Background: an optimization exercise with open tools, aiming at small area, a short achievable clock period and few clock cycles per item. Do not read the settings as production practice.
No activity file was given, so power comes from the tool's default toggle rates.

Design tcp_synack_reply_builder, start of the top module:
module tcp_synack_reply_builder (
  input  logic         clk,
  input  logic         rst,
  input  logic         in_valid,
  output logic         in_stall,
  input  logic [271:0] in_data,
  output logic         out_valid,
  input  logic         out_stall,
  output logic [256:0] out_data,
  input  logic         psel,
  input  logic         penable,
  input  logic         pwrite,
  input  logic [2:0]   paddr,
  input  logic [31:0]  pwdata,
  output logic [31:0]  prdata,
  output logic         pready
);
==> flow/config.mk <==
export PLATFORM = sky130hd
export DESIGN_NAME = tcp_synack_reply_builder
export DESIGN_NICKNAME = tcp_synack_reply_builder
export VERILOG_FILES = /design/flow/design.v
export SDC_FILE = /design/flow/constraint.sdc
export NUM_CORES = 4
export LEC_CHECK = 0
export ABC_AREA = 1
export CAP_MARGIN = 20
export CORE_MARGIN = 2
export CORE_UTILIZATION = 40
export SETUP_SLACK_MARGIN = 3.9
export SLEW_MARGIN = 20
==> flow/constraint.sdc <==
create_clock -name core_clock -period 8.0 [get_ports {clk}]
set_input_delay 1.6000 -clock core_clock [delete_from_list [all_inputs] [get_ports {clk}]]
set_output_delay 1.6000 -clock core_clock [all_outputs]
set_load 0.01 [all_outputs]
standard.sh (not shown) runs the stock make flow with config.mk's settings and CLKGATE_MAP_FILE= SYNTH_SCRIPT=/design/flow/synth_recipe.tcl, a recipe that flattens the netlist after the stock synthesis.
==> flow/flow/run.sh <==
#!/bin/bash
# Standard ORFS layout (the standard.sh), with the port buffers that
# buffer_ports inserts made sky130_fd_sc_hd__buf_1 instead of its default pick.
set -uo pipefail
bash standard.sh BUFFER_PORTS_ARGS="-buffer_cell sky130_fd_sc_hd__buf_1" finish > standard_make.log 2>&1
status=$?
tail -50 standard_make.log
exit $status
Edit:
--- a/flow/design.v
+++ b/flow/design.v
@@ -518,37 +518,35 @@
   assign tcp_s255 = tcp_s191 ^ tcp_c222 ^ tcp_s223;
   assign tcp_c256 = (tcp_s191 & tcp_c222) | (tcp_s191 & tcp_s223) | (tcp_c222 & tcp_s223);
   logic [15:0] ip_a, ip_b, tcp_a, tcp_b;
   assign ip_a = {ip_c62, ip_c60, ip_c58, ip_c56, ip_c54, ip_c52, ip_c50, ip_c48, ip_c46, ip_c44, ip_c42, ip_c40, ip_c38, ip_c36, ip_c34, ip_s33};
   assign ip_b = {ip_s63, ip_s61, ip_s59, ip_s57, ip_s55, ip_s53, ip_s51, ip_s49, ip_s47, ip_s45, ip_s43, ip_s41, ip_s39, ip_s37, ip_s35, ip_c64};
   assign tcp_a = {tcp_c254, tcp_c252, tcp_c250, tcp_c248, tcp_c246, tcp_c244, tcp_c242, tcp_c240, tcp_c238, tcp_c236, tcp_c234, tcp_c232, tcp_c230, tcp_c228, tcp_c226, tcp_s225};
   assign tcp_b = {tcp_s255, tcp_s253, tcp_s251, tcp_s249, tcp_s247, tcp_s245, tcp_s243, tcp_s241, tcp_s239, tcp_s237, tcp_s235, tcp_s233, tcp_s231, tcp_s229, tcp_s227, tcp_c256};
-  logic [15:0] ip_csum;
-  assign ip_csum = eac_add0_ks(~ip_a, ~ip_b);
-  localparam int W = 1 + 48 + 48 + 32 + 32 + 32 + 32 + 16 + 32 + 1;
+  localparam int W = 1 + 48 + 48 + 32 + 32 + 32 + 32 + 64 + 1;
   logic         ld;
   logic [W-1:0] nxt, q;
   assign ld       = !out_valid || !out_stall;
   assign in_stall = !ld;
-  assign nxt = {1'b1, smac, dmac, dip, sip, ack_in, ack_next, ip_csum, ~tcp_a, ~tcp_b, seq_wrap};
+  assign nxt = {1'b1, smac, dmac, dip, sip, ack_in, ack_next, ~ip_a, ~ip_b, ~tcp_a, ~tcp_b, seq_wrap};
   always_ff @(posedge clk) begin
     if (rst)     out_valid <= 1'b0;
     else if (ld) out_valid <= in_valid;
   end
   logic ld_m;
   assign ld_m = ld && match;
   always_ff @(posedge clk) begin
     q <= (nxt & {W{ld_m}}) | (q & {W{!ld}});
   end
   logic        q_send;
   logic [47:0] q_dmac, q_smac;
   logic [31:0] q_sip, q_dip, q_seq, q_ack;
-  logic [15:0] q_ipc, q_tcpx, q_tcpy;
+  logic [15:0] q_ipx, q_ipy, q_tcpx, q_tcpy;
   logic        q_wrap;
-  assign {q_send, q_dmac, q_smac, q_sip, q_dip, q_seq, q_ack, q_ipc, q_tcpx, q_tcpy, q_wrap} = q;
+  assign {q_send, q_dmac, q_smac, q_sip, q_dip, q_seq, q_ack, q_ipx, q_ipy, q_tcpx, q_tcpy, q_wrap} = q;
   logic [15:0] tcp_hs, tcp_hc, tcp_hcr;
   assign tcp_hs = q_tcpx ^ q_tcpy ^ {15'd0, q_wrap};
   assign tcp_hc = (q_tcpx & q_tcpy) | ({15'd0, q_wrap} & (q_tcpx ^ q_tcpy));
   assign tcp_hcr = {tcp_hc[14:0], tcp_hc[15]};
-  assign out_data = {q_send, q_dmac, q_smac, q_sip, q_dip, q_ipc,
+  assign out_data = {q_send, q_dmac, q_smac, q_sip, q_dip, eac_add0_ks(q_ipx, q_ipy),
                      q_seq, q_ack, eac_add0_ks(tcp_hs, tcp_hcr)};
 endmodule
Effect:
- register-to-register slack gains 0.24 ns
- combinational power fell by well over a third
- power fell by a little under a tenth
- design area rose by a few percent
- routed wire length rose by a few percent
- worst setup slack gains 0.081 ns
- final cell count rose by a few percent
- sequential power rose by a few percent
- count of clock-buffer cells in the layout stays the same
- fmax rose slightly
- global-route usage fell by 0.26 points
Function was not checked in any run of this note: the RTL went through the layout flow alone.

[port drivers added, routing unchanged]
The flow's constraints put no driver on any port. The routed layouts listed below were extracted and timed again, unchanged, in two steps. Step 1 assumes that a clkbuf_16 drives the clock port and a buf_2 every other input. Step 2 times the ports against the registers' clock, not the clock port: input delays grow and output delays shrink by t, the midpoint of the rising clock arrivals with the driver on. a / b / c = no drivers / after step 1 / after step 2; a / b = the first two.
run | t (ns) | setup slack, ns | worst setup path at the end
the first run | 0.621 | 3.621 / 3.561 / 3.430 | input to register
the second run | 0.607 | 3.702 / 3.650 / 3.521 | input to register
After both steps setup and hold are still met in every run listed. The setup slack of the first run, which loses most, moves by -0.060 ns with the drivers and by -0.191 ns with both steps.
